Source: an optimization exercise on an open RTL-to-GDS flow (aim: small area and a short achievable clock period). Production flows keep margins and buffers that such runs may drop.
Only simulation tests tie the RTL to the original design; equivalence was not proved.
Power figures rest on the tool's default switching activity, not on a simulated workload.

Design rgb_matrix_scan_driver, start of the top module:
module rgb_matrix_scan_driver
#(
   parameter int COLUMNS   = RMSD_COLUMNS,
   parameter int SCAN_ROWS = RMSD_SCAN_ROWS
) (
   input  logic                 clock,
   input  logic                 reset,
   input  logic                 req_valid,
   output logic                 req_ready,
   input  logic                 req_operation,
   input  logic [4:0]           req_pixel_row,
   input  logic [4:0]           req_pixel_column,
   input  logic [2:0]           req_pixel_color,
   output logic                 rsp_valid,
   input  logic                 rsp_ready,
   output logic [ROW_SEL_W-1:0] rsp_row_select,
   output logic [2:0]           rsp_upper_rgb,
   output logic [2:0]           rsp_lower_rgb,
   output logic                 rsp_shift_pulse,
   output logic                 rsp_latch_pulse,
   output logic                 rsp_output_enable,
   output logic                 rsp_frame_end
);
Settings: LEC_CHECK=0, CAP_MARGIN=20, CORE_MARGIN=2, CORE_UTILIZATION=62, CTS_BUF_LIST=sky130_fd_sc_hd__clkbuf_16, CTS_CLUSTER_DIAMETER=80, CTS_CLUSTER_SIZE=30, PLACE_DENSITY=0.7, SETUP_SLACK_MARGIN=5, SLEW_MARGIN=20; clock period 8.5 ns.
standard.sh (not shown) runs the stock make flow with config.mk's settings and CLKGATE_MAP_FILE= SYNTH_SCRIPT=/design/flow/synth_recipe.tcl, a recipe that flattens the netlist after the stock synthesis.
==> flow/flow/run.sh <==
#!/bin/bash
set -euo pipefail
bash standard.sh SETUP_SLACK_MARGIN=5.7 MATCH_CELL_FOOTPRINT=0 \
  "CTS_ARGS=-sink_clustering_enable -repair_clock_nets -sink_clustering_size 30 -sink_clustering_max_diameter 80 -buf_list sky130_fd_sc_hd__clkbuf_16 -dont_use_dummy_load" \
  finish > flow.log 2>&1
==> next run, changes <==
==> flow/flow/run.sh (replaced) <==
#!/bin/bash
set -euo pipefail
bash standard.sh SETUP_SLACK_MARGIN=5.7 MATCH_CELL_FOOTPRINT=0 finish > flow.log 2>&1
- CORE_UTILIZATION: 62 -> 40
- PLACE_DENSITY: 0.7 -> 0.5
=>
- area after synthesis stays the same
- clock-buffer cell count rose by 23
- routed wire length rose by 2.7%
- clock power rose by 24%
- sequential power is about the same

---

rgb_matrix_scan_driver, a different RTL version from the one above (not shown whole).
Size: about 3200 flip-flops, ~34 I/O pins, roughly 0.12 sq mm of cells after synthesis.
clock: 8.5 ns
lec_check: 0
cap_margin: 20
core_margin: 2
core_utilization: 40
cts_buf_list: sky130_fd_sc_hd__clkbuf_16
cts_cluster_diameter: 80
cts_cluster_size: 30
place_density: 0.5
setup_slack_margin: 5
slew_margin: 20
run.sh (not shown) runs the stock make flow with config.mk's settings and CLKGATE_MAP_FILE= SYNTH_SCRIPT=/design/flow/synth_recipe.tcl, a recipe that flattens the netlist after the stock synthesis.
Stock flow here: none of the scripts above is used.
Change:
==> flow/flow/run.sh (new file) <==
#!/bin/bash
set -euo pipefail
bash standard.sh SETUP_SLACK_MARGIN=5.7 MATCH_CELL_FOOTPRINT=0 finish > flow.log 2>&1
==> flow/standard.sh (new file) <==
#!/bin/bash
# synth_recipe.tcl (not shown) runs the flow's synth.tcl, then flattens the netlist and writes it again
# the make line also repeats each setting of config.mk as NAME=value (left out here)
make -C /OpenROAD-flow-scripts/flow DESIGN_CONFIG=/design/flow/config.mk WORK_HOME=/design/flow/orfs CLKGATE_MAP_FILE= SYNTH_SCRIPT=/design/flow/synth_recipe.tcl "${@:-finish}"
removed: flow/run.sh
Routed wire length came out higher slightly.
Non-clock buffer count came out higher by 37.
Sequential share of layout area fell by 0.43 points.
Register-to-register slack gains 0.60 ns.
Hold slack barely changes.
Design area increases slightly.
Global-route usage rose by 0.39 points.
Maximum frequency rises by a few percent.
Utilization increases by 0.27 points.
Critical path depth stays the same.
Flip-flop and latch count is unchanged.

---

== the reference run ==
rgb_matrix_scan_driver with an RTL version that a note above also has.
Size in the first run: roughly 8800 cells after synthesis, ~120000 sq um of cells after synthesis.
==> flow/config.mk <==
export PLATFORM = sky130hd
export DESIGN_NAME = rgb_matrix_scan_driver
export DESIGN_NICKNAME = rgb_matrix_scan_driver
export VERILOG_FILES = /design/flow/design.v
export SDC_FILE = /design/flow/constraint.sdc
export NUM_CORES = 4
export LEC_CHECK = 0
export CAP_MARGIN = 20
export CORE_MARGIN = 2
export CORE_UTILIZATION = 55
export CTS_BUF_LIST = sky130_fd_sc_hd__clkbuf_16
export CTS_CLUSTER_DIAMETER = 80
export CTS_CLUSTER_SIZE = 30
export PLACE_DENSITY = 0.65
export SETUP_SLACK_MARGIN = 5
export SLEW_MARGIN = 20
==> flow/constraint.sdc <==
create_clock -name core_clock -period 8.5 [get_ports {clock}]
set_input_delay 1.7000 -clock core_clock [delete_from_list [all_inputs] [get_ports {clock}]]
set_output_delay 1.7000 -clock core_clock [all_outputs]
set_load 0.01 [all_outputs]
standard.sh (not shown) runs the stock make flow with config.mk's settings and CLKGATE_MAP_FILE= SYNTH_SCRIPT=/design/flow/synth_recipe.tcl, a recipe that flattens the netlist after the stock synthesis.
==> flow/flow/run.sh <==
#!/bin/bash
set -euo pipefail
bash standard.sh SETUP_SLACK_MARGIN=5.7 MATCH_CELL_FOOTPRINT=0 \
  "CTS_ARGS=-sink_clustering_enable -repair_clock_nets -sink_clustering_size 30 -sink_clustering_max_diameter 80 -buf_list sky130_fd_sc_hd__clkbuf_16 -dont_use_dummy_load" \
  finish > flow.log 2>&1
The reference run completed end to end with timing, DRC and antenna clean.
#### Input delta (the trial run over the reference run)
==> flow/flow/run.sh <==
#!/bin/bash
set -euo pipefail
bash standard.sh SETUP_SLACK_MARGIN=5.7 MATCH_CELL_FOOTPRINT=0 finish > flow.log 2>&1
--- outcome ---
- The trial run -> the reference run: maximum frequency flat
- Measured against each other, the trial run and the reference run differ in synthesis-to-finish area growth, the lower figure coming from the reference run.
- Between the trial run and the reference run, it is the trial run whose fraction of area in clock buffers and inverters is higher, by 0.60 points.
- Comparing met2 usage for the trial run and the reference run, the smaller number came from the trial run.
- Time the worst path needs with I/O delays and setup: the reference run vs the trial run — no meaningful difference

## port drivers added, routing unchanged
No port has a modelled driver above. Below, the same layouts with a new extraction and two added sets of constraints.
Step 1 assumes that a clkbuf_16 drives the clock port and a buf_2 every other input.
Step 2 adds t to the input delays and takes it off the output delays; t is the mean of the earliest and latest rising clock arrival at the registers after step 1. Input paths then give back, and output paths get back, about the clock's delay inside the block.
a / b / c = no drivers / after step 1 / after step 2; a / b = the first two.
| run | shift t [ns] | slack for setup (ns) | worst slew at a driven data input, ns | cell pins on the clock port's net |
|---|---|---|---|---|
| the first run of note 1 | 0.883 | 5.494 / 5.408 / 5.212 | 0.06 | 1 |
| the second run of note 1 | 0.949 | 5.420 / 5.321 / 4.870 | 0.04 | 1 |
| the first run of note 2 | 0.964 | 5.097 / 5.003 / 4.253 | 0.22 | 1 |
| the second run of note 2 | 0.965 | 5.225 / 5.128 / 4.981 | 0.24 | 1 |
| the reference run | 0.891 | 5.456 / 5.365 / 5.229 | 0.08 | 1 |
| the trial run | 0.922 | 5.458 / 5.365 / 4.866 | 0.08 | 1 |
After both steps every run listed still meets setup and hold. For the first run of note 2, which loses most, drivers alone change the setup slack by -0.094 ns; drivers and shift together by -0.844 ns.
